From an optimization exercise on the open Yosys and OpenROAD flow, aimed at small area, a short achievable clock period and few clock cycles per item; shortcuts taken in it are not production practice.
Function was checked by simulation only, so behaviour that the tests miss may differ from the original.
Power is estimated from default activity; no workload was simulated.

## rename_top
module rename_top (
    input  logic                  clk,
    input  logic                  rst_n,
    input  logic                  in_valid,
    input  rename_pkg::pc_t       in_pc,
    input  rename_pkg::arch_reg_t in_rs1,
    input  rename_pkg::arch_reg_t in_rs2,
    input  rename_pkg::arch_reg_t in_rd,
    output logic                  in_ready,
    output logic                  out_valid,
    input  logic                  out_ready,
    output rename_pkg::pc_t       out_pc,
    output rename_pkg::phys_reg_t out_phys_rs1,
    output rename_pkg::phys_reg_t out_phys_rs2,
    output rename_pkg::phys_reg_t out_phys_rd,
    output rename_pkg::rob_id_t   out_rob_id,
    input  logic                  commit_valid,
    input  rename_pkg::arch_reg_t commit_rd,
    input  rename_pkg::phys_reg_t commit_phys,
    input  logic                  flush
);
clock: 5.5 ns
lec_check: 0
cap_margin: 20
core_margin: 2
core_utilization: 50
setup_slack_margin: 2.5
slew_margin: 20
standard.sh (not shown) runs the stock make flow with config.mk's settings and CLKGATE_MAP_FILE= SYNTH_SCRIPT=/design/flow/synth_recipe.tcl, a recipe that flattens the netlist after the stock synthesis.
==> flow/flow/run.sh <==
#!/bin/bash
# The standard layout, with the resizer free to change a cell's footprint,
# port buffers made of buf_1 cells (the resizer upsizes those that need it)
# and a clock tree of small clock buffers with no dummy loads.
set -euo pipefail
bash standard.sh MATCH_CELL_FOOTPRINT=0 \
    "BUFFER_PORTS_ARGS=-buffer_cell sky130_fd_sc_hd__buf_1" \
    "CTS_ARGS=-sink_clustering_enable -repair_clock_nets -sink_clustering_size 20 -sink_clustering_max_diameter 80 -buf_list {sky130_fd_sc_hd__clkbuf_4} -dont_use_dummy_load" \
    finish > standard_flow.log 2>&1
Testbench counts at the start, summed over its fixed seeds: cycles 6,724, items 4,096.
Rerun with:
==> flow/flow/run.sh (replaced) <==
#!/bin/bash
set -euo pipefail
bash standard.sh MATCH_CELL_FOOTPRINT=0 \
    "BUFFER_PORTS_ARGS=-buffer_cell sky130_fd_sc_hd__buf_1" \
    "CTS_ARGS=-repair_clock_nets -buf_list {sky130_fd_sc_hd__clkbuf_4 sky130_fd_sc_hd__clkbuf_8} -dont_use_dummy_load" \
    finish > standard_flow.log 2>&1
What happened: Global-route usage is higher by 0.21 points; cell area is higher by 1.5%; utilization climbs by 0.89 points; clock skew decreases by 0.019 ns; clock-buffer cell count stays the same; final cell count stays the same; total power rose by 7.0%.
Rerun with:
==> flow/flow/run.sh (replaced) <==
#!/bin/bash
# The standard layout, with the resizer free to change a cell's footprint,
# port buffers made of buf_1 cells (the resizer upsizes those that need it)
# and a clock tree of small clock buffers with no dummy loads.
set -euo pipefail
bash standard.sh MATCH_CELL_FOOTPRINT=0 \
    "BUFFER_PORTS_ARGS=-buffer_cell sky130_fd_sc_hd__buf_1" \
    "CTS_ARGS=-sink_clustering_enable -repair_clock_nets -sink_clustering_size 20 -sink_clustering_max_diameter 80 -buf_list {sky130_fd_sc_hd__clkbuf_4 sky130_fd_sc_hd__clkbuf_8} -dont_use_dummy_load" \
    finish > standard_flow.log 2>&1
CORE_UTILIZATION = 45   (was 50)
SETUP_SLACK_MARGIN = 1.9   (was 2.5)
=>
- core utilization came out lower by 5.5 points
- sequential power stays flat
- cell area came out higher slightly
- global-route usage went down by 1.9 points
- clock power fell slightly
- sequential share of layout area fell by 0.16 points
- area after synthesis does not change
Rerun with:
==> flow/flow/run.sh (replaced) <==
#!/bin/bash
set -euo pipefail
bash standard.sh MATCH_CELL_FOOTPRINT=0 \
    "BUFFER_PORTS_ARGS=-buffer_cell sky130_fd_sc_hd__buf_1" \
    "CTS_ARGS=-sink_clustering_enable -repair_clock_nets -sink_clustering_size 40 -sink_clustering_max_diameter 200 -sink_clustering_levels 1 -buf_list {sky130_fd_sc_hd__clkbuf_8 sky130_fd_sc_hd__clkbuf_16} -dont_use_dummy_load" \
    finish > standard_flow.log 2>&1
CORE_UTILIZATION = 50   (was 45)
SETUP_SLACK_MARGIN = 2.5   (was 1.9)
After rerunning: Setup slack gets better by 0.034 ns. Clock skew grows by 0.0033 ns. Critical path depth does not change. Sequential power is about the same. Utilization rises by 7.2 points. Via count shrinks by 0.86%. Register-to-register slack is better by 0.05 ns. Cell count fell by 3.4%. Count of clock-buffer cells in the layout stays the same.

========
rename_top again, from the RTL that the note above started with.
==> flow/config.mk <==
export PLATFORM = sky130hd
export DESIGN_NAME = rename_top
export DESIGN_NICKNAME = rename_top
export VERILOG_FILES = /design/flow/design.v
export SDC_FILE = /design/flow/constraint.sdc
export NUM_CORES = 4
export LEC_CHECK = 0
export CAP_MARGIN = 20
export CORE_MARGIN = 2
export CORE_UTILIZATION = 50
export SETUP_SLACK_MARGIN = 1.9
export SLEW_MARGIN = 20
export TNS_END_PERCENT = 100
==> flow/constraint.sdc <==
create_clock -name core_clock -period 5.5 [get_ports {clk}]
set_input_delay 1.1000 -clock core_clock [delete_from_list [all_inputs] [get_ports {clk}]]
set_output_delay 1.1000 -clock core_clock [all_outputs]
set_load 0.01 [all_outputs]
==> flow/flow/run.sh <==
#!/bin/bash
# The standard layout, with the resizer free to change a cell's footprint,
# port buffers made of buf_1 cells (the resizer upsizes those that need it)
# and a clock tree of small clock buffers with no dummy loads.
set -euo pipefail
bash standard.sh MATCH_CELL_FOOTPRINT=0 \
    "BUFFER_PORTS_ARGS=-buffer_cell sky130_fd_sc_hd__buf_1" \
    "CTS_ARGS=-sink_clustering_enable -repair_clock_nets -sink_clustering_size 20 -sink_clustering_max_diameter 80 -buf_list {sky130_fd_sc_hd__clkbuf_4 sky130_fd_sc_hd__clkbuf_8} -dont_use_dummy_load" \
    finish > standard_flow.log 2>&1
Testbench counts at the start, summed over its fixed seeds: cycles 6,724, items 4,096.
Next try:
Settings changed: SETUP_SLACK_MARGIN 1.9 to 2.5, TNS_END_PERCENT 100 to default.
The new run went through all stages and came out clean.
Routed wire length went up by about 3.2%.
Final area climbs by 1.1%.
Setup slack degrades by 0.023 ns.
Register-to-register slack gains 0.17 ns.
Power grows by 0.49%.
Combinational power rose by about 2%.
Non-clock buffer count rises by 1.
Via count rose by about 0.35%.
Synthesized cell count does not change.
Next try:
Settings changed: CORE_UTILIZATION 50 to 60.
What happened:
- The changed run went through all stages and came out clean
- count of clock-buffer cells in the layout stays the same
- non-clock buffer count rose by 3
- worst setup slack degrades by 0.047 ns
- worst hold slack gets better by 0.0041 ns
Next try:
Settings changed: CORE_UTILIZATION 60 to 50, SETUP_SLACK_MARGIN 2.5 to 1.5.
Outcome: The new run produced a clean layout. Core utilization is lower by 14 points. Count of clock-buffer cells in the layout does not change. Final cell count came out higher slightly. Wire length barely changes. Final area goes down slightly. Global-route usage falls by 4.5 points. Register-to-register slack got worse by 0.29 ns. Sequential power is about the same. First-iteration DRC count rises by roughly a tenth. Die area rose by about a fifth.

========
## try-tundra
Another version of the RTL of rename_top (not shown whole).
For scale: roughly 500 cells after synthesis, roughly 120 flip-flops.
Settings: LEC_CHECK=0, CAP_MARGIN=20, CORE_MARGIN=2, CORE_UTILIZATION=50, SETUP_SLACK_MARGIN=2.5, SLEW_MARGIN=20; clock period 5.5 ns.
==> flow/flow/run.sh <==
#!/bin/bash
# The standard layout, with the resizer free to change a cell's footprint
# and the port buffers made of buf_4 cells instead of delay buffers.
set -euo pipefail
bash standard.sh MATCH_CELL_FOOTPRINT=0 \
    "BUFFER_PORTS_ARGS=-buffer_cell sky130_fd_sc_hd__buf_4" \
    finish > standard_flow.log 2>&1
Having completed the whole flow, try-tundra delivered a layout that passed the timing, DRC and antenna checks.
Testbench counts of try-tundra, summed over its fixed seeds: cycles 6,716, items 4,096.
Here is what was changed in the inputs of try-delta compared with try-tundra.
Settings: CTS_BUF_LIST now sky130_fd_sc_hd__clkbuf_8, previously not set; CTS_CLUSTER_DIAMETER now 60, previously not set; CTS_CLUSTER_SIZE now 30, previously not set.
==> flow/flow/run.sh <==
#!/bin/bash
# The standard layout, with the resizer free to change a cell's footprint
# and the port buffers made of buf_2 cells instead of delay buffers.
set -euo pipefail
bash standard.sh MATCH_CELL_FOOTPRINT=0 \
    "BUFFER_PORTS_ARGS=-buffer_cell sky130_fd_sc_hd__buf_2" \
    finish > standard_flow.log 2>&1
Findings:
Delta (try-delta minus try-tundra): share of layout cells above drive strength 1 fell 0.68 points; clock skew shows no meaningful change; simple-gate area share of the yosys netlist held steady; sequential cell count held steady; wire length saw a decrease. Part of the total power dissipated in combinational logic | try-delta above try-tundra. Power: try-delta draws less than try-tundra. Going from try-tundra to try-delta, via total after detailed routing level, post-layout minimum cycle time moved down.
Relative to try-delta, the following input files were edited for try-garnet:
Settings: removing CTS_BUF_LIST (formerly sky130_fd_sc_hd__clkbuf_8); removing CTS_CLUSTER_DIAMETER (formerly 60); removing CTS_CLUSTER_SIZE (formerly 30).
==> flow/run.sh (new file) <==
#!/bin/bash
# synth_recipe.tcl (not shown) runs the flow's synth.tcl, then flattens the netlist and writes it again
# the make line also repeats each setting of config.mk as NAME=value (left out here)
make -C /OpenROAD-flow-scripts/flow DESIGN_CONFIG=/design/flow/config.mk WORK_HOME=/design/flow/orfs CLKGATE_MAP_FILE= SYNTH_SCRIPT=/design/flow/synth_recipe.tcl finish
removed: flow/flow/run.sh
removed: flow/standard.sh
## What came out
Count of plain and timing-repair buffers in the layout: try-garnet vs try-delta up 7
try-garnet vs try-delta — final area climbed by more than 10%
Compared with try-delta, try-garnet shows combinational gate power that has gone up by more than 10%.

afterwards: timing with drivers on the ports:
Ports are ideal in the flow. The routed layouts listed here were re-timed in OpenROAD.
Step 1: set_driving_cell puts a clkbuf_16 on clk and a buf_2 on each other input, an assumption about the parent block.
Step 2 adds t to the input delays and takes it off the output delays; t is the mean of the earliest and latest rising clock arrival at the registers after step 1. Input paths then give back, and output paths get back, about the clock's delay inside the block.
Slacks: ideal ports / drivers / drivers and shift; pairs: ideal ports / drivers.
run	t (ns)	setup slack, ns	worst setup path after step 2
the first run of note 1	0.553	1.693 / 1.623 / 1.623	input to output
the second run of note 1	0.472	1.710 / 1.648 / 1.648	input to output
the third run of note 1	0.463	1.670 / 1.498 / 1.498	input to output
the fourth run of note 1	0.444	1.704 / 1.634 / 1.634	input to output
the first run of note 2	0.471	1.733 / 1.670 / 1.670	input to output
the second run of note 2	0.472	1.710 / 1.648 / 1.648	input to output
the third run of note 2	0.462	1.663 / 1.596 / 1.596	input to output
the fourth run of note 2	0.473	1.569 / 1.545 / 1.545	input to output
try-tundra	0.455	1.866 / 1.744 / 1.744	input to output
try-delta	0.475	1.883 / 1.745 / 1.745	input to output
try-garnet	0.451	1.739 / 1.694 / 1.694	input to output
After both steps every run listed still meets setup and hold. For the third run of note 1, which loses most, drivers alone change the setup slack by -0.172 ns; drivers and shift together by -0.172 ns.
